From an optimization exercise on the open Yosys and OpenROAD flow, aimed at small area; shortcuts taken in it are not production practice.
Where RTL was checked, it was by simulation tests only, not by an equivalence proof against the original.
The RTL of runs 1 and 2 was laid out without a check of its function.
Power and IR drop assume default switching activity. No driver is modelled on the clock port, so clocking that relies on it looks cheaper here than on a real chip.

### flow/config.mk
export PLATFORM = sky130hd
export DESIGN_NAME = mem_responder
export DESIGN_NICKNAME = mem_responder
export VERILOG_FILES = /design/flow/design.v
export SDC_FILE = /design/flow/constraint.sdc
export NUM_CORES = 8
export LEC_CHECK = 0
export CAP_MARGIN = 20
export CELL_PAD_IN_SITES_DETAIL_PLACEMENT = 0
export CELL_PAD_IN_SITES_GLOBAL_PLACEMENT = 0
export CORE_MARGIN = 2
export CORE_UTILIZATION = 75
export CTS_CLUSTER_DIAMETER = 60
export CTS_CLUSTER_SIZE = 30
export GPL_TIMING_DRIVEN = 0
export PLACE_DENSITY = 0.85
export SLEW_MARGIN = 20
export SYNTH_HIERARCHICAL = 1
export SYNTH_MINIMUM_KEEP_SIZE = 0
### flow/constraint.sdc
create_clock -name core_clock -period 8.0 [get_ports {clk}]
set_input_delay 1.6000 -clock core_clock [delete_from_list [all_inputs] [get_ports {clk}]]
set_output_delay 1.6000 -clock core_clock [all_outputs]
set_load 0.01 [all_outputs]
### flow/design.v
module mem_responder #(
  parameter int unsigned AW      = 8,
  parameter int unsigned DEPTH   = 256,
  parameter int unsigned LATENCY = 1
) (
  input  logic          clk,
  input  logic          rst,
  input  logic          if_req,
  input  logic [AW-1:0] if_addr,
  output logic          if_gnt,
  output logic          if_rvalid,
  output logic [31:0]   if_rdata,
  input  logic          d_req,
  input  logic          d_we,
  input  logic [1:0]    d_size,
  input  logic          d_signed,
  input  logic [AW-1:0] d_addr,
  input  logic [31:0]   d_wdata,
  output logic          d_gnt,
  output logic          d_rvalid,
  output logic [31:0]   d_rdata,
  output logic          d_err,
  output logic          busy
);
  localparam int NW = 22;   
  localparam int NR = 32;   
  function automatic int wport_pos(input int i);
    wport_pos = 3 * i - ((i > 15) ? 1 : 0);
  endfunction
  function automatic bit is_wport(input int j);
    is_wport = 1'b0;
    for (int i = 0; i < NW; i++) if (j == wport_pos(i)) is_wport = 1'b1;
  endfunction
  function automatic bit inv_stage(input int j);
    int k;
    k = 0;
    for (int i = 0; i < NW; i++) if (j >= wport_pos(i)) k = i;
    inv_stage = (k % 2) == 0;
  endfunction
  logic s1, s2;    
  logic idle_q;    
  logic s3;        
  logic gnt;
  assign busy   = ~idle_q;
  assign d_gnt  = d_req & idle_q;
  assign if_gnt = if_req & ~d_req & idle_q;
  assign gnt    = (d_req | if_req) & idle_q;
  always_ff @(posedge clk or negedge rst) begin
    if (!rst) begin
      s1     <= 1'b0;
      s2     <= 1'b0;
      idle_q <= 1'b1;
    end else begin
      s1     <= gnt;
      s2     <= s1;
      idle_q <= ~(gnt | s1);
    end
  end
  always_ff @(posedge clk) s3 <= s2;
  logic [5:0] ph;
  always_ff @(posedge clk) ph <= ph + 6'd1;
  logic        in_mis, in_st;
  logic [7:0]  in_addr;
  logic [31:0] in_wd;
  logic [5:0]  in_pe, in_po;
  assign in_addr = d_req ? d_addr : {if_addr[7:1], 1'b0};
  assign in_mis = ((d_size == 2'b01) & d_addr[0]) | (d_size[1] & (d_addr[1:0] != 2'b00));
  assign in_st = d_req & d_we & ~in_mis;
  always_comb begin
    case (d_size)
      2'b00:   in_wd = {4{d_wdata[7:0]}};
      2'b01:   in_wd = {2{d_wdata[15:0]}};
      default: in_wd = d_wdata;
    endcase
  end
  assign in_pe = in_addr[7:2] + {5'd0, in_addr[1]} + ph + 6'd1;
  assign in_po = in_addr[7:2] + ph + 6'd1;
  logic       fetch_q, st_q, zero_q;
  logic [7:0] addr_q;
  logic [1:0] size_q;
  logic       signed_q;
  logic [4:0] ri_e, ri_o;    
  logic       r1_e, r1_o;    
  always_ff @(posedge clk) begin
    if (idle_q) begin
      fetch_q  <= ~d_req;
      st_q     <= in_st;
      zero_q   <= d_we | in_mis;
      addr_q   <= in_addr;
      size_q   <= d_size;
      signed_q <= d_signed;
      ri_e     <= in_pe[5:1];
      ri_o     <= in_po[5:1];
      r1_e     <= in_pe[0];
      r1_o     <= in_po[0];
    end
  end
  logic h0;    
  assign h0 = addr_q[1];
  logic        wr;
  logic [3:0]  be, ben;
  logic [5:0]  wpos;
  logic [7:0]  wa, wb;    
  logic [31:0] xq;    
  assign wr   = st_q & (s1 | s2 | s3);
  assign wpos = addr_q[7:2] + ph + 6'd1;
  always_comb begin
    case (size_q)
      2'b00:   be = 4'b0001 << addr_q[1:0];
      2'b01:   be = addr_q[1] ? 4'b1100 : 4'b0011;
      default: be = 4'b1111;
    endcase
    ben = ~be;
    for (int i = 0; i < 8; i++) begin
      wa[i] = (wpos[2:0] == 3'(i));
      wb[i] = (wpos[5:3] == 3'(i)) & wr;
    end
  end
  logic [15:0] ring_e [64];
  logic [15:0] ring_o [64];
  logic [15:0] nxt_e [64];
  logic [15:0] nxt_o [64];
  for (genvar j = 0; j < 64; j++) begin : g_stage
    if (is_wport(j)) begin : g_port
      logic hit, hitn;
      logic [3:0] sel, seln;
      assign hit  = wa[j % 8] & wb[j / 8];
      assign hitn = ~hit;
      for (genvar b = 0; b < 4; b++) begin : g_sel
        mem_responder_nor2  u_s  (.a(hitn), .b(ben[b]), .y(sel[b]));
        mem_responder_nand2 u_sn (.a(hit), .b(be[b]), .y(seln[b]));
      end
      for (genvar b = 0; b < 2; b++) begin : g_byte
        for (genvar k = 0; k < 8; k++) begin : g_bit
          mem_responder_oai22 u_e (
            .a1(ring_e[(j + 63) % 64][8*b+k]),
            .a2(sel[b]),
            .b1(xq[8*b+k] ^ ~inv_stage(j)),
            .b2(seln[b]),
            .y (nxt_e[j][8*b+k])
          );
          mem_responder_oai22 u_o (
            .a1(ring_o[(j + 63) % 64][8*b+k]),
            .a2(sel[2+b]),
            .b1(xq[16+8*b+k] ^ ~inv_stage(j)),
            .b2(seln[2+b]),
            .y (nxt_o[j][8*b+k])
          );
        end
      end
    end else begin : g_pass
      assign nxt_e[j] = ring_e[(j + 63) % 64];
      assign nxt_o[j] = ring_o[(j + 63) % 64];
    end
  end
  always_ff @(posedge clk) begin
    for (int j = 0; j < 64; j++) begin
      ring_e[j] <= nxt_e[j];
      ring_o[j] <= nxt_o[j];
    end
  end
  logic          en_e, en_o;
  logic [3:0]    pa_e, pa_o;
  logic [7:0]    pb_e, pb_o;
  logic [NR-1:0] rsel_e, rsel_o;
  logic [15:0]   net_e, net_o;
  always_ff @(posedge clk) begin
    en_e <= ~(s1 & r1_e);
    en_o <= ~(s1 & r1_o);
  end
  always_comb begin
    for (int i = 0; i < 4; i++) begin
      pa_e[i] = (ri_e[1:0] == 2'(i));
      pa_o[i] = (ri_o[1:0] == 2'(i));
    end
    for (int i = 0; i < 8; i++) begin
      pb_e[i] = (ri_e[4:2] == 3'(i)) & en_e;
      pb_o[i] = (ri_o[4:2] == 3'(i)) & en_o;
    end
    for (int i = 0; i < NR; i++) begin
      rsel_e[i] = (pa_e[i % 4] & pb_e[i / 4]) ^ inv_stage(2 * i + 1);
      rsel_o[i] = (pa_o[i % 4] & pb_o[i / 4]) ^ inv_stage(2 * i + 1);
    end
  end
  for (genvar k = 0; k < 16; k++) begin : g_rbit
    logic [NR-1:0] fe, fo;
    for (genvar i = 0; i < NR; i++) begin : g_in
      assign fe[i] = ring_e[2*i+1][k];
      assign fo[i] = ring_o[2*i+1][k];
    end
    mem_responder_rnet u_e (.s(rsel_e), .f(fe), .y(net_e[k]));
    mem_responder_rnet u_o (.s(rsel_o), .f(fo), .y(net_o[k]));
  end
  logic        k_in, k_hold, k_lo_e, k_lo_o, k_hi_e, k_hi_o;
  logic [31:0] xq_d;
  assign k_in   = idle_q;
  assign k_hold = ~idle_q & st_q;
  assign k_lo_e = ~idle_q & ~st_q & ~h0 & r1_e;
  assign k_lo_o = ~idle_q & ~st_q & h0 & r1_o;
  assign k_hi_e = ~idle_q & ~st_q & h0 & r1_e;
  assign k_hi_o = ~idle_q & ~st_q & ~h0 & r1_o;
  for (genvar k = 0; k < 16; k++) begin : g_xq
    mem_responder_ao2222 u_lo (
      .a1(k_in), .a2(in_wd[k]), .b1(k_hold), .b2(xq[k]),
      .c1(k_lo_e), .c2(net_e[k]), .d1(k_lo_o), .d2(net_o[k]), .y(xq_d[k])
    );
    mem_responder_ao2222 u_hi (
      .a1(k_in), .a2(in_wd[16+k]), .b1(k_hold), .b2(xq[16+k]),
      .c1(k_hi_e), .c2(net_e[k]), .d1(k_hi_o), .d2(net_o[k]), .y(xq_d[16+k])
    );
  end
  always_ff @(posedge clk) xq <= xq_d;
  logic [31:0] rword;
  logic        byte_q, word_q, a0, sb, sbx, sbb;
  logic        c_lo, c_lob, c_mid, c_up;
  for (genvar k = 0; k < 16; k++) begin : g_rw
    mem_responder_ao221 u_lo (.a1(~h0), .a2(net_e[k]), .b1(h0), .b2(net_o[k]), .c(xq[k]),
                              .y(rword[k]));
    mem_responder_ao221 u_hi (.a1(h0), .a2(net_e[k]), .b1(~h0), .b2(net_o[k]), .c(xq[16+k]),
                              .y(rword[16+k]));
  end
  assign byte_q = (size_q == 2'b00);
  assign word_q = size_q[1];
  assign a0     = addr_q[0];
  assign sb     = (byte_q & ~a0) ? rword[7] : rword[15];
  assign sbb    = ~zero_q & byte_q & signed_q & sb;     
  assign sbx    = ~zero_q & ~word_q & signed_q & sb;    
  assign c_lo   = ~zero_q & ~(byte_q & a0);             
  assign c_lob  = ~zero_q & byte_q & a0;                
  assign c_mid  = ~zero_q & ~byte_q;                    
  assign c_up   = ~zero_q & word_q;                     
  assign if_rvalid = s2 & fetch_q;
  assign d_rvalid  = s2 & ~fetch_q;
  assign if_rdata  = rword;
  assign d_err     = ~st_q & zero_q;
  for (genvar k = 0; k < 8; k++) begin : g_d0
    mem_responder_ao22 u_d (.a1(c_lo), .a2(rword[k]), .b1(c_lob), .b2(rword[8+k]),
                            .y(d_rdata[k]));
    mem_responder_ao21 u_m (.a1(c_mid), .a2(rword[8+k]), .b(sbb), .y(d_rdata[8+k]));
  end
  for (genvar k = 16; k < 32; k++) begin : g_d2
    mem_responder_ao21 u_u (.a1(c_up), .a2(rword[k]), .b(sbx), .y(d_rdata[k]));
  end
endmodule
module mem_responder_rnet (
  input  logic [31:0] s,
  input  logic [31:0] f,
  output logic        y
);
  logic z0;
  mem_responder_aoi222 u_z0 (.a1(s[1]), .a2(f[1]), .b1(s[2]), .b2(f[2]), .c1(s[4]), .c2(f[4]), .y(z0));
  logic z1;
  mem_responder_aoi222 u_z1 (.a1(s[5]), .a2(f[5]), .b1(s[7]), .b2(f[7]), .c1(s[8]), .c2(f[8]), .y(z1));
  logic z2;
  mem_responder_aoi222 u_z2 (.a1(s[10]), .a2(f[10]), .b1(s[11]), .b2(f[11]), .c1(s[13]), .c2(f[13]), .y(z2));
  logic z3;
  mem_responder_aoi222 u_z3 (.a1(s[14]), .a2(f[14]), .b1(s[16]), .b2(f[16]), .c1(s[17]), .c2(f[17]), .y(z3));
  logic z4;
  mem_responder_aoi222 u_z4 (.a1(s[19]), .a2(f[19]), .b1(s[20]), .b2(f[20]), .c1(s[22]), .c2(f[22]), .y(z4));
  logic z5;
  mem_responder_aoi222 u_z5 (.a1(s[25]), .a2(f[25]), .b1(s[28]), .b2(f[28]), .c1(s[31]), .c2(f[31]), .y(z5));
  logic h0;
  mem_responder_oai22 u_h0 (.a1(s[0]), .a2(f[0]), .b1(s[3]), .b2(f[3]), .y(h0));
  logic h1;
  mem_responder_oai22 u_h1 (.a1(s[6]), .a2(f[6]), .b1(s[9]), .b2(f[9]), .y(h1));
  logic h2;
  mem_responder_oai22 u_h2 (.a1(s[12]), .a2(f[12]), .b1(s[15]), .b2(f[15]), .y(h2));
  logic h3;
  mem_responder_oai22 u_h3 (.a1(s[18]), .a2(f[18]), .b1(s[21]), .b2(f[21]), .y(h3));
  logic h4;
  mem_responder_oai22 u_h4 (.a1(s[23]), .a2(f[23]), .b1(s[24]), .b2(f[24]), .y(h4));
  logic h5;
  mem_responder_oai22 u_h5 (.a1(s[26]), .a2(f[26]), .b1(s[27]), .b2(f[27]), .y(h5));
  logic h6;
  mem_responder_oai22 u_h6 (.a1(s[29]), .a2(f[29]), .b1(s[30]), .b2(f[30]), .y(h6));
  logic z6;
  mem_responder_nor2 u_z6 (.a(h0), .b(h1), .y(z6));
  logic z7;
  mem_responder_nor2 u_z7 (.a(h2), .b(h3), .y(z7));
  logic z8;
  mem_responder_nor2 u_z8 (.a(h4), .b(h5), .y(z8));
  logic p0;
  logic p1;
  mem_responder_nand4 u_p0 (.a(z0), .b(z1), .c(z2), .d(z3), .y(p0));
  mem_responder_nand4 u_p1 (.a(z4), .b(z5), .c(z6), .d(z7), .y(p1));
  mem_responder_or4b u_y (.a(p0), .b(p1), .c(h6), .d_n(z8), .y(y));
endmodule
module mem_responder_oai22 (
  input  logic a1,
  input  logic a2,
  input  logic b1,
  input  logic b2,
  output logic y
);
  assign y = ~((a1 | a2) & (b1 | b2));
endmodule
module mem_responder_aoi222 (
  input  logic a1,
  input  logic a2,
  input  logic b1,
  input  logic b2,
  input  logic c1,
  input  logic c2,
  output logic y
);
  assign y = ~((a1 & a2) | (b1 & b2) | (c1 & c2));
endmodule
module mem_responder_nor2 (
  input  logic a,
  input  logic b,
  output logic y
);
  assign y = ~(a | b);
endmodule
module mem_responder_nand2 (
  input  logic a,
  input  logic b,
  output logic y
);
  assign y = ~(a & b);
endmodule
module mem_responder_nand4 (
  input  logic a,
  input  logic b,
  input  logic c,
  input  logic d,
  output logic y
);
  assign y = ~(a & b & c & d);
endmodule
module mem_responder_or4b (
  input  logic a,
  input  logic b,
  input  logic c,
  input  logic d_n,
  output logic y
);
  assign y = a | b | c | ~d_n;
endmodule
module mem_responder_ao2222 (
  input  logic a1,
  input  logic a2,
  input  logic b1,
  input  logic b2,
  input  logic c1,
  input  logic c2,
  input  logic d1,
  input  logic d2,
  output logic y
);
  logic abc_n, d_n;
  mem_responder_aoi222 u_abc (.a1(a1), .a2(a2), .b1(b1), .b2(b2), .c1(c1), .c2(c2), .y(abc_n));
  mem_responder_nand2 u_d (.a(d1), .b(d2), .y(d_n));
  mem_responder_nand2 u_y (.a(abc_n), .b(d_n), .y(y));
endmodule
module mem_responder_ao221 (
  input  logic a1,
  input  logic a2,
  input  logic b1,
  input  logic b2,
  input  logic c,
  output logic y
);
  assign y = (a1 & a2) | (b1 & b2) | c;
endmodule
module mem_responder_ao22 (
  input  logic a1,
  input  logic a2,
  input  logic b1,
  input  logic b2,
  output logic y
);
  assign y = (a1 & a2) | (b1 & b2);
endmodule
module mem_responder_ao21 (
  input  logic a1,
  input  logic a2,
  input  logic b,
  output logic y
);
  assign y = (a1 & a2) | b;
endmodule
### flow/flow/run.sh
#!/bin/bash
# Layout flow: the standard flow (standard.sh, unchanged synthesis), with two changes to
# how the layout is built:
#   - ports are buffered with sky130_fd_sc_hd__buf_1 instead of the cell buffer_ports picks
#     by default (a delay cell);
#   - clock tree synthesis runs with the standard arguments plus -dont_use_dummy_load.
# Each tool's full output stays in the ORFS logs under orfs/logs; this script's own output
# goes to flow_run.log.
set -euo pipefail
export BUFFER_PORTS_ARGS="-buffer_cell sky130_fd_sc_hd__buf_1"
export CTS_ARGS="-sink_clustering_enable -repair_clock_nets -sink_clustering_size 30 -sink_clustering_max_diameter 60 -dont_use_dummy_load"
bash standard.sh > flow_run.log 2>&1
### flow/standard.sh
#!/bin/bash
# synth_recipe.tcl (not shown) runs the flow's synth.tcl, then flattens the netlist and writes it again
# the make line also repeats each setting of config.mk as NAME=value (left out here)
make -C /OpenROAD-flow-scripts/flow DESIGN_CONFIG=/design/flow/config.mk WORK_HOME=/design/flow/orfs CLKGATE_MAP_FILE= SYNTH_SCRIPT=/design/flow/synth_recipe.tcl "${@:-finish}"
==> results.yml, run 1 <==
route:
  drc: 0
  drt_pass1_iterations: 13
  detail_route.vias_per_cell: 7.473
  wl_met3_mm: 27.44
  drt-met1-wl_mm: 63.68
  top_layer: "met5"
  wl_met2_mm: 76.42
  ant_nets: 0
  drt-total-wl_mm: 184.9
  first_iter_violations: 8300
  routed-via-count: 40460
  drt-wirelength-per-cell_um: 34.14
placement:
  dpl_cell_area_mm2: 0.05808
  gp_congestion: 1.016
  dp_hpwl_mm: 125.0
  dp.cells: 5319
  io_buffer_count: 124
power:
  ir_drop_mv: 0.4242
  p_sw_mw: 8.004
  finalPower_mw: 24.22
  power.internal_mw: 16.22
  switching_share: 0.3304
  pwr-share-comb: 0.194
  p_leak_nw: 23.22
  power_density_mw_per_mm2: 401.6
  sequentialPowerShare: 0.600
  clkPwrFrac: 0.207
global_routing:
  grt_pass1_vias: 38320
  grt_max_degree: 64
  grt_pass1_wl_mm: 259.4
  antenna_found_initial: 12
  grt_usage: 0.4680
  overflow: 0
die:
  die_x_um: 276.8
  initial_utilization: 0.7537
  die_y_um: 276.8
  dieArea_mm2: 0.07664
  core_mm2: 0.07407
  fp-row-count: 100
  io_pins: 126
cts:
  path_clk_slew_ns: 0.11
  cts_setup_buffers: 0
  cts-root-buf: "clkbuf_16"
  clkLatencyLatePin_ns: 0.69
  clock_sinks: 2118
  cts_max_level: 3
  ctsHoldBuffers: 0
  cts_tree: "done"
  numCtsBuffers: 88
  clock_path_buffers: 3
  cts_resized: 0
synth:
  yosysTopAreaCell: "dfxtp_1"
  synthTopCellsByArea: "dfxtp_1 75%, o22ai_1 10%, a222oi_1 4.0%"
  synth.cell_area_mm2: 0.05583
  synth_xor_area_frac: 0.003922
  yosys.area_share.simple: 0.05623
  ys_ff_latch: 2118
  synth_cell_types: 46
  synthCells: 4192
  seq_area_frac_synth: 0.7644
  syn_area_per_cell_um2: 13.32
  synth-edff-count: 26
  synth_fa_ha_area_frac: 0.005737
  synth_top_family_by_area: "compound AO/OA/AOI/OAI gates"
  synth_compound_area_frac: 0.1579
  synth_common_cells: "2089 x dfxtp_1, 928 x o22ai_1, 253 x nor2_1, 224 x a222oi_1, 208 x nand2_1"
  async_reset_ff_frac: 0.001416
  syn-num-nets: 4270
  synthMuxAreaShare: 0.006903
  synth_ff_type: "dfxtp_1"
  ys_warn_count: 15
  yosysTopAreaCellShare: 0.7491
  yosysMostFrequentCell: "dfxtp_1"
sta:
  finalCritPeriodShare: 0.9781
  hold_violations: 0
  fin_crit_ns: 7.825
  finalSetupTns_ns: 0
  slew_headroom: 0.1836
  rsz0062_at_grt: "false"
  drv_slew: 0
  setup_violations: 0
  worstMarginPinSlew_ns: 1.222
  skew_ns: 0.04839
  max_freq_mhz: 127.8
layout:
  nNetsFinal: 4520
  syn2layout_area_growth_pct: 8.052
  drive_gt1_frac: 0.04865
  stdcell_area_mm2: 0.06033
  instances_no_fill: 5414
  n_fill_cell: 4104
critical_path:
  crit_fanout: 16
  cp.arrival_ns: 6.23
  endpoint_kind: "output port"
  crit_type: "reg -> out"
  cp.required_ns: 6.40
  crit_path_start_kind: "register"
  reg2reg_depth: 6
worst_hold_path:
  hold_path_class: "reg -> reg"
  whs_path_depth: 0
run_status:
  outcome: "timing/DRC/antenna clean"
run:
  drv_cap: 0
[through the flow]
step	hold WS [ns]	worst slack (ns)	util
after floorplan	0.3096	1.931	-
after global placement	0.3095	-2.317	0.7764
after detailed placement	0.3121	0.9532	0.7841
after CTS	0.2931	0.1499	0.8138
after global routing	0.2949	0.1730	0.8143
final	0.2969	0.1749	0.8144
[layout by cell type (no fill, tap or decap), types with 19 or more instances in the layout]
cell,instances
a221o_1,32
a222oi_1,224
nor2b_1,19
inv_1,53
nor2_1,215
edfxtp_1,26
nand3_1,28
nor2_2,38
dfxtp_1,2089
or4b_1,32
nand2_1,208
a21o_1,25
buf_6,22
o22ai_1,928
mux2_2,20
nand4_1,70
buf_1,124
clkbuf_16,88
[power by group through the flow]
stage	Combinational, mW	Sequential [mW]	Clock [mW]
floorplan	2.41	13.8	0
global placement	4.12	14.5	0
detailed placement	4.30	14.6	0
CTS	4.35	14.4	4.95
global route	4.70	14.6	5.29
finish	4.69	14.5	5.01
[state kept, by name (all words and copies together) (netlist names)]
name,cells
size_q,2
en_e,1
r1_o,1
ph,6
ring_e,1024
ri_e,5
ring_o,1024
signed_q,1
ri_o,5
s3,1
st_q,1
s2,1
zero_q,1
addr_q,8
xq,32
r1_e,1
s1,1
fetch_q,1
idle_q,1
en_o,1
[worst paths after layout]
check	from	to	slack [ns]
worst max register to register	addr_q[1]$_DFFE_PP_	ring_e[18][6]$_DFF_P_	3.45
worst max-delay path	ri_o[2]$_DFFE_PP_	d_rdata[9]	0.17
worst min register to register	ring_e[36][10]$_DFF_P_	ring_e[37][10]$_DFF_P_	0.30
worst min-delay path	ring_e[36][10]$_DFF_P_	ring_e[37][10]$_DFF_P_	0.30
max in group asynchronous	rst	idle_q$_DFF_PN1_	7.06
min in group asynchronous	rst	s2$_DFF_PN0_	0.72
[per-module statistics from Yosys (local to each module, per instance), excerpt]
module / cell area [um^2] / cells inside
mem_responder_oai22: 6.256 / 1
mem_responder_nor2: 3.754 / 1
mem_responder_ao21: 7.507 / 1
mem_responder_ao221: 10.01 / 1
mem_responder_aoi222: 10.01 / 1
mem_responder_or4b: 10.01 / 1
mem_responder_ao22: 8.758 / 1
mem_responder_nand2: 3.754 / 1
mem_responder_nand4: 6.256 / 1
mem_responder: 45230 / 2544
[cell type report]
type / count / area [um^2] / area share
plain buffers: 16 / 70.07 / 0.001161
repair buffers: 160 / 832.0 / 0.01379
diodes: 5 / 12.51 / 0.0002074
multi-input cells: 2004 / 13110 / 0.2174
well taps: 969 / 1212 / 0.02010
clock buffers: 88 / 2202 / 0.03650
flip-flops and latches: 2118 / 42680 / 0.7075
inverters: 54 / 202.7 / 0.003360
[metal layers]
metal | GRT usage | vias up
met5 | 0.01876 | -
met4 | 0.3350 | 16
met3 | 0.1546 | 927
met2 | 0.6754 | 3651
met1 | 0.5939 | 19400
li1 | - | 16470
[logic make-up after synthesis]
family / after synthesis
buf+inv: 70
fa+ha+maj: 22
flops: 2118
simple gates: 676
xor+xnor: 25
compound gates: 1245
mux: 36
[critical path: stages (launching register included)]
cell      delay, ns
edfxtp_1       0.36
clkbuf_1       0.34
nand2_1        0.19
nor2b_1        0.18
nand3_1        0.80
o22ai_1        0.59
nor2_1         0.18
nand4_1        0.15
or4b_1         0.27
a221o_1        0.47
mux2i_1        0.18
nor4b_2        0.62
nor2b_2        0.69
a21o_1         0.32
buf_1          0.21
==> run 2, diff against run 1 <==
--- a/flow/config.mk
+++ b/flow/config.mk
@@ -14,6 +14,7 @@
 export CTS_CLUSTER_SIZE = 30
 export GPL_TIMING_DRIVEN = 0
 export PLACE_DENSITY = 0.85
+export SETUP_SLACK_MARGIN = 0.2
 export SLEW_MARGIN = 20
 export SYNTH_HIERARCHICAL = 1
 export SYNTH_MINIMUM_KEEP_SIZE = 0
==> run 2 against run 1 <==
Effect of this change: wire length rose by 0.22%; highest routed layer unchanged; clock-buffer cell count did not move; still clean; critical path depth fell by 1; largest power group unchanged.
==> results.yml, run 2 <==
die:
  fp-row-count: 100
  dieArea_mm2: 0.07664
  initial_utilization: 0.7537
  die_x_um: 276.8
  die_y_um: 276.8
  core_mm2: 0.07407
  io_pins: 126
layout:
  syn2layout_area_growth_pct: 8.115
  stdcell_area_mm2: 0.06036
  nNetsFinal: 4526
  drive_gt1_frac: 0.05016
  top_regs: "ring_e (1024), ring_o (1024), xq (32)"
  n_fill_cell: 4094
  final_common_cell: "dfxtp_1"
  layout_common_cells: "2089 x dfxtp_1, 928 x o22ai_1, 224 x a222oi_1, 215 x nor2_1, 208 x nand2_1"
synth:
  synth.cell_area_mm2: 0.05583
  syn_area_per_cell_um2: 13.32
  synth_common_cells: "2089 x dfxtp_1, 928 x o22ai_1, 253 x nor2_1, 224 x a222oi_1, 208 x nand2_1"
  async_reset_ff_frac: 0.001416
  syn-num-nets: 4270
  synth-edff-count: 26
  ys_ff_latch: 2118
  yosysMostFrequentCell: "dfxtp_1"
  synthTopCellsByArea: "dfxtp_1 75%, o22ai_1 10%, a222oi_1 4.0%"
  seq_area_frac_synth: 0.7644
  yosysTopAreaCellShare: 0.7491
  synth_cell_types: 46
  synth_ff_type: "dfxtp_1"
  synthCells: 4192
  yosysTopAreaCell: "dfxtp_1"
  ys_warn_count: 15
critical_path:
  reg2reg_setup_slack_ns: 3.43
  cp.required_ns: 6.40
  cp-endpoint: "d_rdata[9]"
  crit_path_start_kind: "register"
  crit_start: "ri_o[0]$_DFFE_PP_"
  r2r_end: "ring_e[18][0]$_DFF_P_"
  regToRegStartpoint: "addr_q[1]$_DFFE_PP_"
  cp.arrival_ns: 6.19
  crit_fanout: 16
  reg2reg_depth: 6
  endpoint_kind: "output port"
  crit_type: "reg -> out"
route:
  detail_route.vias_per_cell: 7.471
  first_iter_violations: 7961
  ant_nets: 0
  drt_pass1_iterations: 15
  drt-total-wl_mm: 185.3
  routed-via-count: 40470
  drc: 0
  drt-wirelength-per-cell_um: 34.20
cts:
  clock_path_buffers: 3
  cts_tree: "done"
  cts-root-buf: "clkbuf_16"
  clock_sinks: 2118
  cts_max_level: 3
  clkLatencyLatePin_ns: 0.69
  ctsHoldBuffers: 0
  numCtsBuffers: 88
  path_clk_slew_ns: 0.11
global_routing:
  grt_max_degree: 64
  grt_pass1_vias: 38400
  antenna_found_initial: 13
  grt_pass1_wl_mm: 259.6
  overflow: 0
  grt_usage: 0.4684
placement:
  gp_congestion: 1.016
  dpl_cell_area_mm2: 0.05808
  dp_hpwl_mm: 125.0
  io_buffer_count: 124
sta:
  hold_violations: 0
  setup_violations: 0
  fin_crit_ns: 7.791
  skew_ns: 0.05347
  rsz0062_at_grt: "false"
  drv_slew: 0
  slew_headroom: 0.1732
  finalCritPeriodShare: 0.9738
  max_freq_mhz: 128.4
  finalSetupTns_ns: 0
  worstMarginPinSlew_ns: 1.239
worst_hold_path:
  hold_path_class: "reg -> reg"
  whs_path_depth: 0
run:
  drv_cap: 0
run_status:
  outcome: "timing/DRC/antenna clean"
power:
  p_leak_nw: 23.24
  power_density_mw_per_mm2: 401.4
  ir_drop_mv: 0.4218
  finalPower_mw: 24.23
run 2: cell count changes in the layout (fill, tap and decap cells not counted), sizes merged:
cell   before  now
diode       5    2
buf       162  168
run 2: kinds of logic (layout without fill, tap and decap cells):
kind of cell / count (synthesis) / after routing / share of synthesized area
adders and majority gates: 22 / 22 / 0.005737
other: 0 / 2 / 0
DFF: 2118 / 2118 / 0.7644
muxes: 36 / 36 / 0.006903
and+or+nand+nor: 676 / 676 / 0.05623
buffers and inverters: 70 / 324 / 0.004863
xor gates and xnor gates: 25 / 25 / 0.003922
AOI/OAI and AO/OA: 1245 / 1245 / 0.1579
run 2: cell type report:
class | count | area, um^2 | share of cell area
antenna | 2 | 5.005 | 0.00008292
sequential | 2118 | 42680 | 0.7071
inverter | 54 | 202.7 | 0.003358
multi-input combinational | 2004 | 13120 | 0.2173
clock buffer | 88 | 2202 | 0.03648
buffer | 16 | 70.07 | 0.001161
tap | 969 | 1212 | 0.02009
timing repair buffer | 166 | 869.6 | 0.01441
run 2: report_power, final:
part | total [mW] | leakage, nW | internal, mW | switching (mW)
sequential | 14.5 | 17.7 | 12.8 | 1.70
combinational | 4.69 | 4.44 | 1.41 | 3.28
clock | 5.00 | 1.08 | 1.98 | 3.02
run 2: metal layers:
metal | routed length (um) | GRT usage | share of wire | vias up
met5 | 260 | 0.01188 | 0.0014 | -
met4 | 16720 | 0.3459 | 0.090 | 14
met3 | 27470 | 0.1553 | 0.15 | 885
met2 | 77150 | 0.6720 | 0.42 | 3669
met1 | 63650 | 0.5937 | 0.34 | 19420
li1 | - | - | - | 16480
run 2: repair_timing:
action | 4_1_cts | 5_1_grt
setup endpoints to repair | 3 | 8
setup buffers | 3 | 5
gates resized for setup | 0 | 2
pin swaps | 1 | 1
run 2: worst min path at each step:
stage / startpoint / end / slack (ns)
2_1_floorplan: ring_e[10][0]$_DFF_P_ / ring_e[11][0]$_DFF_P_ / 0.31
3_3_place_gp: ring_e[42][15]$_DFF_P_ / ring_e[43][15]$_DFF_P_ / 0.31
3_5_place_dp: ring_e[36][9]$_DFF_P_ / ring_e[37][9]$_DFF_P_ / 0.31
4_1_cts: ring_o[4][8]$_DFF_P_ / ring_o[5][8]$_DFF_P_ / 0.29
5_1_grt: ring_o[4][8]$_DFF_P_ / ring_o[5][8]$_DFF_P_ / 0.29
6_report: ring_e[34][15]$_DFF_P_ / ring_e[35][15]$_DFF_P_ / 0.30
run 2: metrics by stage:
step	hold WS [ns]	setup slack, ns	cells	utilization
after floorplan	0.3096	1.931	4192	-
after global placement	0.3095	-2.317	5285	0.7764
after detailed placement	0.3121	0.9532	5319	0.7841
after CTS	0.2931	0.2133	5410	0.8141
after global routing	0.2950	0.2800	5416	0.8149
final	0.2953	0.2092	5417	0.8149
run 2: Yosys stat by module (local to each module, per instance), excerpt:
module | cell area (um^2) | flip-flops and latches
mem_responder | 45230 | 2118
mem_responder_ao221 | 10.01 | 0
mem_responder_aoi222 | 10.01 | 0
mem_responder_or4b | 10.01 | 0
mem_responder_ao22 | 8.758 | 0
mem_responder_ao21 | 7.507 | 0
mem_responder_nand4 | 6.256 | 0
mem_responder_oai22 | 6.256 | 0
mem_responder_nand2 | 3.754 | 0
mem_responder_nor2 | 3.754 | 0
run 2: critical path, cell delays in order (launching register included):
cell and delay, ns:
edfxtp_1 0.38, clkbuf_1 0.33, nor2b_1 0.33, nand3_1 0.80, o22ai_1 0.67, nor2_1 0.18
nand4_1 0.16, or4b_1 0.25, a221o_1 0.41, mux2i_1 0.16, nor4b_2 0.59, nor2b_2 0.71
a21o_1 0.32, buf_1 0.21
==> run 3, diff against run 2 <==
--- a/flow/design.v
+++ b/flow/design.v
@@ -177,9 +177,14 @@
       pb_e[i] = (ri_e[4:2] == 3'(i)) & en_e;
       pb_o[i] = (ri_o[4:2] == 3'(i)) & en_o;
     end
-    for (int i = 0; i < NR; i++) begin
-      rsel_e[i] = (pa_e[i % 4] & pb_e[i / 4]) ^ inv_stage(2 * i + 1);
-      rsel_o[i] = (pa_o[i % 4] & pb_o[i / 4]) ^ inv_stage(2 * i + 1);
+  end
+  for (genvar i = 0; i < NR; i++) begin : g_rsel
+    if (inv_stage(2 * i + 1)) begin : g_n
+      mem_responder_nand2 u_e (.a(pa_e[i % 4]), .b(pb_e[i / 4]), .y(rsel_e[i]));
+      mem_responder_nand2 u_o (.a(pa_o[i % 4]), .b(pb_o[i / 4]), .y(rsel_o[i]));
+    end else begin : g_p
+      mem_responder_and2 u_e (.a(pa_e[i % 4]), .b(pb_e[i / 4]), .y(rsel_e[i]));
+      mem_responder_and2 u_o (.a(pa_o[i % 4]), .b(pb_o[i / 4]), .y(rsel_o[i]));
     end
   end
   for (genvar k = 0; k < 16; k++) begin : g_rbit
@@ -212,7 +217,7 @@
   always_ff @(posedge clk) xq <= xq_d;
   logic [31:0] rword;
   logic        byte_q, word_q, a0, sb, sbx, sbb;
-  logic        c_lo, c_lob, c_mid, c_up;
+  logic        c_lo, c_lob, c_mid, c_up, k_sel7, k_sx, k_sb;
   for (genvar k = 0; k < 16; k++) begin : g_rw
     mem_responder_ao221 u_lo (.a1(~h0), .a2(net_e[k]), .b1(h0), .b2(net_o[k]), .c(xq[k]),
                               .y(rword[k]));
@@ -222,9 +227,12 @@
   assign byte_q = (size_q == 2'b00);
   assign word_q = size_q[1];
   assign a0     = addr_q[0];
-  assign sb     = (byte_q & ~a0) ? rword[7] : rword[15];
-  assign sbb    = ~zero_q & byte_q & signed_q & sb;     
-  assign sbx    = ~zero_q & ~word_q & signed_q & sb;    
+  assign k_sel7 = byte_q & ~a0;                        
+  assign k_sb   = ~zero_q & byte_q & signed_q;          
+  assign k_sx   = ~zero_q & ~word_q & signed_q;         
+  assign sb     = k_sel7 ? rword[7] : rword[15];
+  mem_responder_and2 u_sbb (.a(sb), .b(k_sb), .y(sbb));
+  mem_responder_and2 u_sbx (.a(sb), .b(k_sx), .y(sbx));
   assign c_lo   = ~zero_q & ~(byte_q & a0);             
   assign c_lob  = ~zero_q & byte_q & a0;                
   assign c_mid  = ~zero_q & ~byte_q;                    
@@ -319,6 +327,13 @@
 );
   assign y = ~(a & b);
 endmodule
+module mem_responder_and2 (
+  input  logic a,
+  input  logic b,
+  output logic y
+);
+  assign y = a & b;
+endmodule
 module mem_responder_nand4 (
   input  logic a,
   input  logic b,
--- a/flow/flow/run.sh
+++ b/flow/flow/run.sh
@@ -8,5 +8,5 @@
 # goes to flow_run.log.
 set -euo pipefail
 export BUFFER_PORTS_ARGS="-buffer_cell sky130_fd_sc_hd__buf_1"
-export CTS_ARGS="-sink_clustering_enable -repair_clock_nets -sink_clustering_size 30 -sink_clustering_max_diameter 60 -dont_use_dummy_load"
+export CTS_ARGS="-sink_clustering_enable -repair_clock_nets -sink_clustering_size 34 -sink_clustering_max_diameter 50 -dont_use_dummy_load"
 bash standard.sh > flow_run.log 2>&1
--- a/flow/config.mk
+++ b/flow/config.mk
@@ -10,11 +10,10 @@
 export CELL_PAD_IN_SITES_GLOBAL_PLACEMENT = 0
 export CORE_MARGIN = 2
 export CORE_UTILIZATION = 75
-export CTS_CLUSTER_DIAMETER = 60
-export CTS_CLUSTER_SIZE = 30
+export CTS_CLUSTER_DIAMETER = 50
+export CTS_CLUSTER_SIZE = 34
 export GPL_TIMING_DRIVEN = 0
 export PLACE_DENSITY = 0.85
-export SETUP_SLACK_MARGIN = 0.2
 export SLEW_MARGIN = 20
 export SYNTH_HIERARCHICAL = 1
 export SYNTH_MINIMUM_KEEP_SIZE = 0
==> run 3 against run 2 <==
Effect of this change: clock-buffer cell count rose by 45; sequential share of layout area fell by 0.87 points; wire length rose by 2.0%; clock skew rose by 0.024 ns; cell count barely moved; cell area rose by 1.2%; critical path type unchanged; critical endpoint is now d_rdata[21]; largest power group unchanged.
==> results.yml, run 3 <==
power:
  power_density_mw_per_mm2: 413.6
  power.internal_mw: 17.22
  p_sw_mw: 8.053
  ir_drop_mv: 0.2779
  finalPower_mw: 25.28
  sequentialPowerShare: 0.577
  clkPwrFrac: 0.245
  p_leak_nw: 23.70
  switching_share: 0.3186
  pwr-share-comb: 0.177
cts:
  cts_setup_buffers: 0
  numCtsBuffers: 133
  path_clk_slew_ns: 0.09
  clkLatencyLatePin_ns: 0.76
  ctsHoldBuffers: 0
  clock_sinks: 2118
  cts_resized: 0
  cts_max_level: 4
  clock_path_buffers: 3
  cts_tree: "done"
  cts-root-buf: "clkbuf_16"
die:
  initial_utilization: 0.7534
  core_mm2: 0.07407
  die_x_um: 276.8
  fp-row-count: 100
  dieArea_mm2: 0.07660
  die_y_um: 276.8
  io_pins: 126
worst_hold_path:
  whs_path_depth: 0
  hold_path_class: "reg -> reg"
sta:
  finalCritPeriodShare: 0.9071
  slew_headroom: 0.09086
  fin_crit_ns: 7.257
  setup_violations: 0
  rsz0062_at_grt: "false"
  max_freq_mhz: 137.8
  finalSetupTns_ns: 0
  worstMarginPinSlew_ns: 1.359
  hold_violations: 0
  drv_slew: 0
  skew_ns: 0.07792
global_routing:
  grt_usage: 0.4806
  grt_max_degree: 63
  grt_use_met1: 0.5793
  overflow: 0
  grt-busiest-layer: "met2"
  grt_pass1_vias: 39300
  grt_pass1_wl_mm: 264.2
  use_met3: 0.1735
  use_met2: 0.7024
  antenna_found_initial: 10
run:
  drv_cap: 0
route:
  drc: 0
  first_iter_violations: 7657
  drt_pass1_iterations: 13
  routed-via-count: 40840
  ant_nets: 0
  drt-wirelength-per-cell_um: 34.89
  drt-total-wl_mm: 189.0
  detail_route.vias_per_cell: 7.537
synth:
  synth-edff-count: 26
  yosysTopAreaCellShare: 0.7494
  synth_ff_type: "dfxtp_1"
  synth_cell_types: 46
  ys_warn_count: 15
  seq_area_frac_synth: 0.7648
  synthTopCellsByArea: "dfxtp_1 75%, o22ai_1 10%, a222oi_1 4.0%"
  async_reset_ff_frac: 0.001416
  ys_ff_latch: 2118
  syn-num-nets: 4249
  synth_common_cells: "2089 x dfxtp_1, 928 x o22ai_1, 228 x nor2_1, 224 x a222oi_1, 213 x nand2_1"
  syn_area_per_cell_um2: 13.38
  synth.cell_area_mm2: 0.05580
  yosysMostFrequentCell: "dfxtp_1"
  synthCells: 4171
  yosysTopAreaCell: "dfxtp_1"
layout:
  final_common_cell: "dfxtp_1"
  syn2layout_area_growth_pct: 9.507
  top_regs: "ring_e (1024), ring_o (1024), xq (32)"
  instances_no_fill: 5418
  stdcell_area_mm2: 0.06111
  layout_common_cells: "2089 x dfxtp_1, 928 x o22ai_1, 224 x a222oi_1, 222 x nor2_1, 213 x nand2_1"
  drive_gt1_frac: 0.04682
  nNetsFinal: 4523
placement:
  dpl_cell_area_mm2: 0.05775
  dp_hpwl_mm: 122.6
  dp.cells: 5277
  gp_congestion: 0.9887
  io_buffer_count: 124
critical_path:
  crit_type: "reg -> out"
  cp.arrival_ns: 5.66
  endpoint_kind: "output port"
  crit_fanout: 16
  crit_path_start_kind: "register"
  reg2reg_depth: 9
  cp.required_ns: 6.40
run_status:
  outcome: "timing/DRC/antenna clean"
-- run 3: metal layers --
| metal | wire length, um | vias to the layer above |
|---|---|---|
| met5 | 103 | - |
| met4 | 18330 | 8 |
| met3 | 28010 | 1037 |
| met2 | 79500 | 3843 |
| met1 | 63080 | 19510 |
| li1 | - | 16440 |
-- run 3: kinds of logic (layout without fill, tap and decap cells) --
family                   count (synthesis)  in the layout  share of synthesized area
AO/OA/AOI/OAI                         1247           1247                     0.1584
adder cells (fa/ha/maj)                 22             22                   0.005740
buffers and inverters                   63            335                   0.004395
multiplexers                            36             36                   0.006928
other                                    0              6                          0
AND/OR/NAND/NOR                        659            659                    0.05569
flip-flops                            2118           2118                     0.7648
XOR/XNOR                                26             26                   0.004081
-- run 3: final timing paths --
path	startpoint	to	slack [ns]
max	ri_e[1]$_DFFE_PP_	d_rdata[21]	0.74
min	ring_o[30][13]$_DFF_P_	ring_o[31][13]$_DFF_P_	0.28
max reg2reg	ph[3]$_DFF_P_	ring_o[15][4]$_DFF_P_	3.45
min reg2reg	ring_o[30][13]$_DFF_P_	ring_o[31][13]$_DFF_P_	0.28
max in group asynchronous	rst	idle_q$_DFF_PN1_	7.12
min in group asynchronous	rst	s1$_DFF_PN0_	0.65
-- run 3: Yosys stat by module, one instance, submodules excluded, a selection --
module / area [um^2] / cells inside
mem_responder: 44860 / 2457
mem_responder_ao221: 10.01 / 1
mem_responder_aoi222: 10.01 / 1
mem_responder_or4b: 10.01 / 1
mem_responder_ao22: 8.758 / 1
mem_responder_ao21: 7.507 / 1
mem_responder_and2: 6.256 / 1
mem_responder_nand4: 6.256 / 1
mem_responder_oai22: 6.256 / 1
mem_responder_nand2: 3.754 / 1
mem_responder_nor2: 3.754 / 1
-- run 3: through the flow --
step,hold slack [ns],worst slack [ns],util
CTS,0.2761,0.8133,0.8245
floorplan,0.3096,3.272,-
global route,0.2820,0.7838,0.8248
global placement,0.3095,1.691,0.7760
detailed placement,0.3121,1.613,0.7796
finish,0.2844,0.7431,0.8250
-- run 3: critical path, cell delays in order (launching register included) --
cell and delay, ns:
edfxtp_1 0.45, nor2b_1 0.26, and2_1 0.55, a222oi_1 0.90
nand4_1 0.30, or4b_1 0.70, a221o_1 0.56, mux2_2 0.35
and2_2 0.43, a21o_1 0.26, buf_1 0.12
-- run 3: area by class of cell --
class / count / area (um^2)
diodes: 6 / 15.01
plain buffers: 10 / 46.29
clock buffers: 133 / 3328
fillers: 3995 / 12960
inverters: 53 / 198.9
multi-input cells: 1990 / 13000
flip-flops and latches: 2118 / 42680
well taps: 969 / 1212
repair buffers: 139 / 630.6
-- run 3: power groups by stage --
stage / Sequential (mW) / Clock [mW] / Combinational [mW]
2_1_floorplan: 13.9 / 0 / 2.39
3_3_place_gp: 14.5 / 0 / 3.95
3_5_place_dp: 14.6 / 0 / 4.10
4_1_cts: 14.5 / 6.14 / 4.17
5_1_grt: 14.7 / 6.52 / 4.49
6_report: 14.6 / 6.20 / 4.48
==> run 4, diff against run 3 <==
--- a/flow/flow/run.sh
+++ b/flow/flow/run.sh
@@ -8,5 +8,5 @@
 # goes to flow_run.log.
 set -euo pipefail
 export BUFFER_PORTS_ARGS="-buffer_cell sky130_fd_sc_hd__buf_1"
-export CTS_ARGS="-sink_clustering_enable -repair_clock_nets -sink_clustering_size 34 -sink_clustering_max_diameter 50 -dont_use_dummy_load"
+export CTS_ARGS="-sink_clustering_enable -repair_clock_nets -sink_clustering_size 30 -sink_clustering_max_diameter 75 -dont_use_dummy_load"
 bash standard.sh > flow_run.log 2>&1
--- a/flow/config.mk
+++ b/flow/config.mk
@@ -10,8 +10,8 @@
 export CELL_PAD_IN_SITES_GLOBAL_PLACEMENT = 0
 export CORE_MARGIN = 2
 export CORE_UTILIZATION = 75
-export CTS_CLUSTER_DIAMETER = 50
-export CTS_CLUSTER_SIZE = 34
+export CTS_CLUSTER_DIAMETER = 75
+export CTS_CLUSTER_SIZE = 30
 export GPL_TIMING_DRIVEN = 0
 export PLACE_DENSITY = 0.85
 export SLEW_MARGIN = 20
==> run 4 against run 3 <==
Effect of this change: die area unchanged; combinational power shrank 0.9%; via count shrank 2.1%; power down 5.9%; area after synthesis unchanged; sequential cell count unchanged; clock power is 23% lower; sequential power barely moved; core utilization decreased by 1.8 points; critical path type unchanged; critical endpoint is now d_rdata[25]; largest cell class unchanged; highest routed layer unchanged.
==> results.yml, run 4 <==
run_status:
  outcome: "timing/DRC/antenna clean"
synth:
  synth_cell_types: 46
  seq_area_frac_synth: 0.7648
  async_reset_ff_frac: 0.001416
  syn-num-nets: 4249
  yosysTopAreaCellShare: 0.7494
  yosysTopAreaCell: "dfxtp_1"
  synthTopCellsByArea: "dfxtp_1 75%, o22ai_1 10%, a222oi_1 4.0%"
  yosysMostFrequentCell: "dfxtp_1"
  synthCells: 4171
  ys_warn_count: 15
  synth.cell_area_mm2: 0.05580
  synth_ff_type: "dfxtp_1"
  synth_common_cells: "2089 x dfxtp_1, 928 x o22ai_1, 228 x nor2_1, 224 x a222oi_1, 213 x nand2_1"
  ys_ff_latch: 2118
  syn_area_per_cell_um2: 13.38
  synth-edff-count: 26
power:
  finalPower_mw: 23.78
  p_leak_nw: 23.04
  power_density_mw_per_mm2: 397.7
  ir_drop_mv: 0.2732
die:
  die_x_um: 276.8
  die_y_um: 276.8
  initial_utilization: 0.7534
  io_pins: 126
  core_mm2: 0.07407
  dieArea_mm2: 0.07660
  fp-row-count: 100
global_routing:
  grt_max_degree: 63
  overflow: 0
  grt_usage: 0.4634
  grt_pass1_wl_mm: 255.6
  grt_pass1_vias: 37720
  antenna_found_initial: 11
placement:
  gp_congestion: 0.9887
  dp_hpwl_mm: 122.6
  io_buffer_count: 124
  dpl_cell_area_mm2: 0.05775
sta:
  hold_violations: 0
  skew_ns: 0.05345
  finalSetupTns_ns: 0
  max_freq_mhz: 137.7
  slew_headroom: 0.1349
  worstMarginPinSlew_ns: 1.293
  fin_crit_ns: 7.263
  finalCritPeriodShare: 0.9079
  rsz0062_at_grt: "false"
  holdWs_ns: 0.3093
  setup_violations: 0
  drv_slew: 0
route:
  ant_nets: 0
  wl_met2_mm: 78.48
  top_layer: "met5"
  drt_pass1_iterations: 13
  first_iter_violations: 7358
  drt-wirelength-per-cell_um: 34.12
  wl_met3_mm: 24.74
  detail_route.vias_per_cell: 7.452
  drt-met1-wl_mm: 63.82
  drt-total-wl_mm: 183.1
  drc: 0
  routed-via-count: 39990
cts:
  cts_max_level: 3
  cts-root-buf: "clkbuf_16"
  cts_tree: "done"
  numCtsBuffers: 80
  clock_path_buffers: 3
  cts_resized: 0
  ctsHoldBuffers: 0
  path_clk_slew_ns: 0.11
  clock_sinks: 2118
  cts_setup_buffers: 0
  clkLatencyLatePin_ns: 0.70
critical_path:
  crit_fanout: 16
  cp_slowest_cell: "a222oi_1"
  cp.required_ns: 6.40
  endpoint_kind: "output port"
  regToRegStartpoint: "ph[3]$_DFF_P_"
  crit_type: "reg -> out"
  crit_start: "ri_e[1]$_DFFE_PP_"
  cp.arrival_ns: 5.66
  cpPeakStageDelay_ns: 0.94
  crit_path_start_kind: "register"
  path_buf_inv: 1
  crit_chain: "nor2b_1 > and2_1 > a222oi_1 > nand4_1 > or4b_1 > a221o_1 > mux2_2 > and2_2 > a21o_1 > buf_1"
  critPathTopFamily: "simple AND/OR/NAND/NOR gates"
layout:
  layout_common_cells: "2089 x dfxtp_1, 928 x o22ai_1, 224 x a222oi_1, 222 x nor2_1, 213 x nand2_1"
  drive_gt1_frac: 0.03487
  syn2layout_area_growth_pct: 7.126
  nNetsFinal: 4468
  final_common_cell: "dfxtp_1"
  top_regs: "ring_e (1024), ring_o (1024), xq (32)"
  stdcell_area_mm2: 0.05978
worst_hold_path:
  min_from: "ring_o[60][5]$_DFF_P_"
  hold_path_class: "reg -> reg"
run:
  drv_cap: 0
==> run 4: cell families after synthesis <==
family,after synthesis,synth area share
AOI/OAI and AO/OA,1247,0.1584
DFF,2118,0.7648
xor gates and xnor gates,26,0.004081
buffers and inverters,63,0.004395
muxes,36,0.006928
adders and majority gates,22,0.005740
and+or+nand+nor,659,0.05569
==> run 4: through the flow <==
step / worst slack (ns) / util / instances
5_1_grt: 0.8741 / 0.8068 / 5357
3_3_place_gp: 1.691 / 0.7760 / 5264
3_5_place_dp: 1.613 / 0.7796 / 5277
4_1_cts: 0.8741 / 0.8066 / 5357
6_report: 0.7370 / 0.8071 / 5366
2_1_floorplan: 3.272 / - / 4171
==> run 4: per-module statistics from Yosys, one instance, submodules excluded, excerpt <==
module | cells inside | area, um^2 | copies in the design | flops+latches
mem_responder_nand2 | 1 | 3.754 | 180 | 0
mem_responder_ao22 | 1 | 8.758 | 8 | 0
mem_responder_nand4 | 1 | 6.256 | 64 | 0
mem_responder | 2457 | 44860 | 1 | 2118
mem_responder_aoi222 | 1 | 10.01 | 224 | 0
mem_responder_ao221 | 1 | 10.01 | 32 | 0
mem_responder_ao21 | 1 | 7.507 | 24 | 0
mem_responder_oai22 | 1 | 6.256 | 928 | 0
mem_responder_nor2 | 1 | 3.754 | 184 | 0
mem_responder_or4b | 1 | 10.01 | 32 | 0
mem_responder_and2 | 1 | 6.256 | 38 | 0
==> run 4: per-layer routing <==
layer	GRT usage	vias up
met5	0.004378	-
met2	0.6931	3439
li1	-	16310
met1	0.5782	19370
met4	0.3234	8
met3	0.1427	858
==> run 4: final cells by class <==
class | instances | area (um^2)
diodes | 9 | 22.52
plain buffers | 10 | 46.29
clock buffers | 80 | 2002
fillers | 4244 | 14290
inverters | 53 | 198.9
multi-input cells | 1990 | 13000
flip-flops and latches | 2118 | 42680
well taps | 969 | 1212
repair buffers | 137 | 620.6
==> run 4: power breakdown <==
part	leakage [nW]	switching [mW]	internal, mW	total [mW]
sequential	17.7	1.68	12.9	14.5
clock	0.986	2.98	1.81	4.79
combinational	4.34	3.04	1.39	4.44
total	23.0	7.70	16.1	23.8
==> run 4: worst paths after layout <==
| path | slack, ns | cells after the start | end |
|---|---|---|---|
| min in group asynchronous | 0.73 | 1 | s2$_DFF_PN0_ |
| setup / recovery | 0.74 | 10 | d_rdata[25] |
| setup reg to reg | 3.47 | 9 | ring_e[15][12]$_DFF_P_ |
| hold reg to reg | 0.31 | 0 | ring_o[61][5]$_DFF_P_ |
| hold / removal | 0.31 | 0 | ring_o[61][5]$_DFF_P_ |
| max in group asynchronous | 7.04 | 1 | idle_q$_DFF_PN1_ |
==> run 5, diff against run 4 <==
--- a/flow/flow/run.sh
+++ b/flow/flow/run.sh
@@ -8,5 +8,5 @@
 # goes to flow_run.log.
 set -euo pipefail
 export BUFFER_PORTS_ARGS="-buffer_cell sky130_fd_sc_hd__buf_1"
-export CTS_ARGS="-sink_clustering_enable -repair_clock_nets -sink_clustering_size 30 -sink_clustering_max_diameter 75 -dont_use_dummy_load"
+export CTS_ARGS="-sink_clustering_enable -repair_clock_nets -sink_clustering_size 30 -sink_clustering_max_diameter 60 -dont_use_dummy_load -buf_list sky130_fd_sc_hd__buf_12"
 bash standard.sh > flow_run.log 2>&1
--- a/flow/config.mk
+++ b/flow/config.mk
@@ -10,7 +10,7 @@
 export CELL_PAD_IN_SITES_GLOBAL_PLACEMENT = 0
 export CORE_MARGIN = 2
 export CORE_UTILIZATION = 75
-export CTS_CLUSTER_DIAMETER = 75
+export CTS_CLUSTER_DIAMETER = 60
 export CTS_CLUSTER_SIZE = 30
 export GPL_TIMING_DRIVEN = 0
 export PLACE_DENSITY = 0.85
==> run 5 against run 4 <==
Effect of this change: largest cell class unchanged; synthesized cell count did not move; highest routed layer unchanged; sequential cell count did not move; critical endpoint is now d_rdata[19]; still clean; maximum frequency rose by 3.1%; combinational power barely moved; register-to-register slack got worse by 0.05 ns.
==> results.yml, run 5 <==
layout:
  layout_common_cells: "2089 x dfxtp_1, 928 x o22ai_1, 224 x a222oi_1, 222 x nor2_1, 213 x nand2_1"
  top_regs: "ring_e (1024), ring_o (1024), xq (32)"
  drive_gt1_frac: 0.03728
  n_fill_cell: 4288
  syn2layout_area_growth_pct: 6.807
  nNetsFinal: 4479
  instances_no_fill: 5378
  final_common_cell: "dfxtp_1"
sta:
  finalSetupTns_ns: 0
  worstMarginPinSlew_ns: 1.352
  finalCritPeriodShare: 0.8806
  drv_slew: 0
  max_freq_mhz: 142.0
  slew_headroom: 0.09547
  rsz0062_at_grt: "false"
  skew_ns: 0.1048
  setup_violations: 0
  fin_crit_ns: 7.045
  hold_violations: 0
synth:
  ys_ff_latch: 2118
  yosysMostFrequentCell: "dfxtp_1"
  yosysTopAreaCellShare: 0.7494
  synthTopCellsByArea: "dfxtp_1 75%, o22ai_1 10%, a222oi_1 4.0%"
  syn_area_per_cell_um2: 13.38
  synth.cell_area_mm2: 0.05580
  async_reset_ff_frac: 0.001416
  yosysTopAreaCell: "dfxtp_1"
  synthCells: 4171
  synth_cell_types: 46
  seq_area_frac_synth: 0.7648
  synth-edff-count: 26
  synth_common_cells: "2089 x dfxtp_1, 928 x o22ai_1, 228 x nor2_1, 224 x a222oi_1, 213 x nand2_1"
  ys_warn_count: 15
  synth_ff_type: "dfxtp_1"
  syn-num-nets: 4249
route:
  ant_nets: 0
  drc: 0
  drt-total-wl_mm: 182.2
  first_iter_violations: 7188
  drt-wirelength-per-cell_um: 33.87
  routed-via-count: 39940
  detail_route.vias_per_cell: 7.426
  drt_pass1_iterations: 12
cts:
  cts-root-buf: "buf_12"
  cts_max_level: 3
  clock_path_buffers: 3
  clock_sinks: 2118
  cts_tree: "done"
  ctsHoldBuffers: 0
  cts_setup_buffers: 0
  path_clk_slew_ns: 0.11
  numCtsBuffers: 91
  clkLatencyLatePin_ns: 0.67
  cts_resized: 0
global_routing:
  antenna_found_initial: 13
  grt_max_degree: 63
  grt_pass1_vias: 38090
  grt_pass1_wl_mm: 254.3
  overflow: 0
  grt_usage: 0.4608
run:
  drv_cap: 0
die:
  initial_utilization: 0.7534
  core_mm2: 0.07407
  die_x_um: 276.8
  dieArea_mm2: 0.07660
  io_pins: 126
  fp-row-count: 100
  die_y_um: 276.8
placement:
  dp.cells: 5277
  dp_hpwl_mm: 122.6
  io_buffer_count: 124
  gp_congestion: 0.9887
critical_path:
  crit_fanout: 16
  endpoint_kind: "output port"
  cp.required_ns: 6.40
  crit_type: "reg -> out"
  cp.arrival_ns: 5.44
  crit_path_start_kind: "register"
power:
  switching_share: 0.3264
  power_density_mw_per_mm2: 399.6
  pwr-share-comb: 0.186
  power.internal_mw: 16.04
  p_leak_nw: 22.91
  ir_drop_mv: 0.3128
  p_sw_mw: 7.773
  clkPwrFrac: 0.203
  sequentialPowerShare: 0.611
run_status:
  outcome: "timing/DRC/antenna clean"
worst_hold_path:
  hold_path_class: "reg -> reg"
## run 5: cell count changes in the layout (fill, tap and decap cells not counted), sizes merged
cell,before,now
diode,9,10
buf,139,230
clkbuf,88,8
## run 5: path summary, 6_finish.rpt
check	to	slack, ns	cells past startpoint	start
worst max-delay path	d_rdata[19]	0.96	10	ri_o[1]$_DFFE_PP_
worst min-delay path	ring_o[51][2]$_DFF_P_	0.27	0	ring_o[50][2]$_DFF_P_
worst max register to register	ring_e[15][15]$_DFF_P_	3.42	9	ph[3]$_DFF_P_
worst min register to register	ring_o[51][2]$_DFF_P_	0.27	0	ring_o[50][2]$_DFF_P_
max in group asynchronous	idle_q$_DFF_PN1_	6.99	1	rst
min in group asynchronous	s2$_DFF_PN0_	0.79	1	rst
## run 5: per-module statistics from Yosys (local to each module, per instance), excerpt
module,cells inside,cell area (um^2),times used,flip-flops and latches
mem_responder_or4b,1,10.01,32,0
mem_responder_nand4,1,6.256,64,0
mem_responder_nor2,1,3.754,184,0
mem_responder_ao221,1,10.01,32,0
mem_responder_ao22,1,8.758,8,0
mem_responder,2457,44860,1,2118
mem_responder_nand2,1,3.754,180,0
mem_responder_aoi222,1,10.01,224,0
## run 5: worst max-delay path, stage by stage (launching register included)
cell and delay [ns]:
edfxtp_1 0.51, nor2b_1 0.28, and2_1 0.53, a222oi_1 0.76, nand4_1 0.33, or4b_1 0.70, a221o_1 0.55, mux2_2 0.35
and2_2 0.43, a21o_1 0.26, buf_1 0.13
## run 5: cell families (layout without fill, tap and decap cells)
group / count (synthesis) / count (layout) / share of synthesized area
compound gates: 1247 / 1247 / 0.1584
xor+xnor: 26 / 26 / 0.004081
fa+ha+maj: 22 / 22 / 0.005740
buf+inv: 63 / 291 / 0.004395
flops: 2118 / 2118 / 0.7648
mux: 36 / 36 / 0.006928
other cells: 0 / 10 / 0
simple gates: 659 / 659 / 0.05569
## run 5: layout make-up
cell class / count / area [um^2] / share of cell area
multi-input cells: 1990 / 13000 / 0.2180
inverters: 53 / 198.9 / 0.003338
flip-flops and latches: 2118 / 42680 / 0.7161
clock buffers: 91 / 1822 / 0.03057
well taps: 969 / 1212 / 0.02034
repair buffers: 137 / 620.6 / 0.01041
diodes: 10 / 25.02 / 0.0004199
plain buffers: 10 / 46.29 / 0.0007767
## run 5: routing by layer
layer  global-route usage  up-vias  wire length, um
met1               0.5660    19290            62290
met5              0.01689        -              192
met4               0.3435       12            16660
met2               0.6840     3414            77650
li1                     -    16350                -
met3               0.1466      870            25370
## run 5: metrics by stage
step | setup slack [ns] | utilization | hold slack (ns) | cell area (um^2) | power [mW]
detailed placement | 1.613 | 0.7796 | 0.3121 | 57750 | 18.72
floorplan | 3.272 | - | 0.3096 | 55800 | 16.26
global placement | 1.691 | 0.7760 | 0.3095 | 57480 | 18.45
CTS | 0.9369 | 0.8042 | 0.2635 | 59570 | 23.38
finish | 0.9554 | 0.8047 | 0.2696 | 59600 | 23.82
global route | 1.021 | 0.8044 | 0.2747 | 59580 | 24.25
## run 5: power groups by stage
stage / logic, mW / clock network (mW) / registers [mW]
floorplan: 2.39 / 0 / 13.9
global placement: 3.95 / 0 / 14.5
detailed placement: 4.10 / 0 / 14.6
CTS: 4.14 / 4.80 / 14.4
global route: 4.45 / 5.14 / 14.7
finish: 4.43 / 4.84 / 14.6
==> run 6, diff against run 5 <==
--- a/flow/flow/run.sh
+++ b/flow/flow/run.sh
@@ -8,5 +8,5 @@
 # goes to flow_run.log.
 set -euo pipefail
 export BUFFER_PORTS_ARGS="-buffer_cell sky130_fd_sc_hd__buf_1"
-export CTS_ARGS="-sink_clustering_enable -repair_clock_nets -sink_clustering_size 30 -sink_clustering_max_diameter 60 -dont_use_dummy_load -buf_list sky130_fd_sc_hd__buf_12"
+export CTS_ARGS="-sink_clustering_enable -repair_clock_nets -sink_clustering_size 30 -sink_clustering_max_diameter 60 -dont_use_dummy_load"
 bash standard.sh > flow_run.log 2>&1
==> run 6 against run 5 <==
Effect of this change: sequential power is essentially flat; first-iteration DRC count rose by 7.5%; global-route usage grew 0.32 points; non-clock buffer count did not move; core utilization increased by 0.61 points; worst hold slack better by 0.013 ns; power is 1.1% higher; synthesized cell count unchanged; critical path type unchanged; critical endpoint is now d_rdata[21]; largest cell class unchanged; highest routed layer unchanged.
==> results.yml, run 6 <==
run_status:
  outcome: "timing/DRC/antenna clean"
cts:
  cts-root-buf: "clkbuf_16"
  clkLatencyLatePin_ns: 0.72
  cts_tree: "done"
  clock_path_buffers: 3
  numCtsBuffers: 91
  ctsHoldBuffers: 0
  cts_setup_buffers: 0
  clock_sinks: 2118
  path_clk_slew_ns: 0.11
  cts_resized: 0
  cts_max_level: 3
synth:
  synth.cell_area_mm2: 0.05580
  seq_area_frac_synth: 0.7648
  synth-edff-count: 26
  yosysMostFrequentCell: "dfxtp_1"
  yosysTopAreaCellShare: 0.7494
  syn_area_per_cell_um2: 13.38
  async_reset_ff_frac: 0.001416
  yosysTopAreaCell: "dfxtp_1"
  synth_common_cells: "2089 x dfxtp_1, 928 x o22ai_1, 228 x nor2_1, 224 x a222oi_1, 213 x nand2_1"
  synth_ff_type: "dfxtp_1"
  synthTopCellsByArea: "dfxtp_1 75%, o22ai_1 10%, a222oi_1 4.0%"
  syn-num-nets: 4249
  synthCells: 4171
  ys_ff_latch: 2118
  synth_cell_types: 46
  ys_warn_count: 15
die:
  io_pins: 126
  initial_utilization: 0.7534
  die_y_um: 276.8
  die_x_um: 276.8
  dieArea_mm2: 0.07660
  core_mm2: 0.07407
  fp-row-count: 100
layout:
  top_regs: "ring_e (1024), ring_o (1024), xq (32)"
  drive_gt1_frac: 0.03728
  utilization: 0.8107
  final_common_cell: "dfxtp_1"
  nNetsFinal: 4479
  syn2layout_area_growth_pct: 7.614
  n_fill_cell: 4203
  layout_common_cells: "2089 x dfxtp_1, 928 x o22ai_1, 224 x a222oi_1, 222 x nor2_1, 213 x nand2_1"
  instances_no_fill: 5376
global_routing:
  grt_pass1_wl_mm: 255.5
  overflow: 0
  grt_usage: 0.4639
  grt_pass1_vias: 38000
  grt_max_degree: 63
  antenna_found_initial: 12
placement:
  io_buffer_count: 124
  dp.cells: 5277
  gp_congestion: 0.9887
  dp_hpwl_mm: 122.6
route:
  ant_nets: 0
  drt-wirelength-per-cell_um: 34.20
  routed-via-count: 40230
  first_iter_violations: 7729
  drt_pass1_iterations: 12
  drt-total-wl_mm: 183.8
  detail_route.vias_per_cell: 7.484
  drc: 0
run:
  drv_cap: 0
worst_hold_path:
  hold_path_class: "reg -> reg"
sta:
  worstMarginPinSlew_ns: 1.181
  drv_slew: 0
  finalCritPeriodShare: 0.8798
  rsz0062_at_grt: "false"
  setup_violations: 0
  slew_headroom: 0.2096
  finalSetupTns_ns: 0
  fin_crit_ns: 7.039
  max_freq_mhz: 142.1
  hold_violations: 0
  skew_ns: 0.08916
power:
  p_sw_mw: 7.759
  switching_share: 0.3224
  sequentialPowerShare: 0.605
  ir_drop_mv: 0.2984
  pwr-share-comb: 0.184
  power.internal_mw: 16.31
  power_density_mw_per_mm2: 400.8
  clkPwrFrac: 0.211
  p_leak_nw: 23.18
critical_path:
  endpoint_kind: "output port"
  crit_fanout: 16
  crit_path_start_kind: "register"
  crit_type: "reg -> out"
  cp.arrival_ns: 5.44
  cp.required_ns: 6.40
-- run 6: cell counts after synthesis --
Identical to the previous run, type by type.
-- run 6: area by class of cell --
class	instances	area, um^2	share of cell area
buffer	10	46.29	0.0007709
sequential	2118	42680	0.7107
tap	969	1212	0.02019
inverter	53	198.9	0.003313
clock buffer	91	2277	0.03792
antenna	8	20.02	0.0003334
multi-input combinational	1990	13000	0.2164
timing repair buffer	137	620.6	0.01033
-- run 6: Yosys stat by module (local to each module, per instance), excerpt --
module                cells  flops+latches  copies in the design  area (um^2)
mem_responder          2457           2118                     1        44860
mem_responder_and2        1              0                    38        6.256
mem_responder_ao221       1              0                    32        10.01
mem_responder_or4b        1              0                    32        10.01
mem_responder_nand4       1              0                    64        6.256
mem_responder_ao21        1              0                    24        7.507
mem_responder_ao22        1              0                     8        8.758
mem_responder_aoi222      1              0                   224        10.01
mem_responder_oai22       1              0                   928        6.256
mem_responder_nor2        1              0                   184        3.754
mem_responder_nand2       1              0                   180        3.754
-- run 6: cells by family (layout without fill, tap and decap cells) --
family,Yosys count,count (layout),share of synthesized area
flip-flops,2118,2118,0.7648
AO/OA/AOI/OAI,1247,1247,0.1584
multiplexers,36,36,0.006928
AND/OR/NAND/NOR,659,659,0.05569
XOR/XNOR,26,26,0.004081
buffers and inverters,63,291,0.004395
other,0,8,0
adder cells (fa/ha/maj),22,22,0.005740
-- run 6: path summary, 6_finish.rpt --
check	to	start	slack [ns]	cells past startpoint
min reg2reg	ring_o[51][2]$_DFF_P_	ring_o[50][2]$_DFF_P_	0.28	0
min	ring_o[51][2]$_DFF_P_	ring_o[50][2]$_DFF_P_	0.28	0
max reg2reg	ring_e[15][10]$_DFF_P_	ph[3]$_DFF_P_	3.47	9
min in group asynchronous	s2$_DFF_PN0_	rst	0.73	1
max	d_rdata[21]	ri_o[1]$_DFFE_PP_	0.96	10
max in group asynchronous	idle_q$_DFF_PN1_	rst	7.06	1
-- run 6: power by group through the flow --
stage | Clock [mW] | Combinational [mW] | Sequential, mW
2_1_floorplan | 0 | 2.39 | 13.9
3_3_place_gp | 0 | 3.95 | 14.5
3_5_place_dp | 0 | 4.10 | 14.6
4_1_cts | 5.03 | 4.15 | 14.4
5_1_grt | 5.38 | 4.46 | 14.7
6_report | 5.07 | 4.44 | 14.6
-- run 6: worst max-delay path, cell delays in order, from the launching register on --
cell      delay (ns)
edfxtp_1        0.49
nor2b_1         0.27
and2_1          0.53
a222oi_1        0.74
nand4_1         0.28
or4b_1          0.72
a221o_1         0.55
mux2_2          0.36
and2_2          0.43
a21o_1          0.26
buf_1           0.12
-- run 6: per-layer routing --
layer	share of wire	wire (um)	global-route usage
met4	0.088	16260	0.3254
met5	0.0018	323	0.02064
met3	0.14	26210	0.1522
met2	0.43	78310	0.6915
met1	0.34	62730	0.5724
-- run 6: stage by stage --
stage               cell area (um^2)  setup slack [ns]  power (mW)  hold slack [ns]
floorplan                      55800             3.272       16.26           0.3096
global placement               57480             1.691       18.45           0.3095
detailed placement             57750             1.613       18.72           0.3121
CTS                            60020            0.8784       23.61           0.2794
global route                   60040            0.9430       24.50           0.2800
finish                         60050            0.9614       24.07           0.2826

what the ideal ports hide:
No port has a modelled driver above. Below, the same layouts with a new extraction and two added sets of constraints.
Step 1 assumes that a clkbuf_16 drives the clock port and a buf_2 every other input.
Step 2 also shifts input and output timing later by t, the mid clock arrival at the registers, as if the neighbouring blocks saw the same clock.
a / b / c = no drivers / after step 1 / after step 2; a / b = the first two.
run	t, ns	slack for setup (ns)	worst slew at a driven data input, ns
run 1	0.742	0.175 / 0.101 / 0.844	0.16
run 2	0.741	0.209 / 0.135 / 0.876	0.15
run 3	0.804	0.743 / 0.667 / 1.472	0.17
run 4	0.746	0.737 / 0.663 / 1.409	0.16
run 5	0.688	0.955 / 0.883 / 1.571	0.16
run 6	0.748	0.961 / 0.889 / 1.637	0.16
After both steps setup and hold are still met in every run listed.
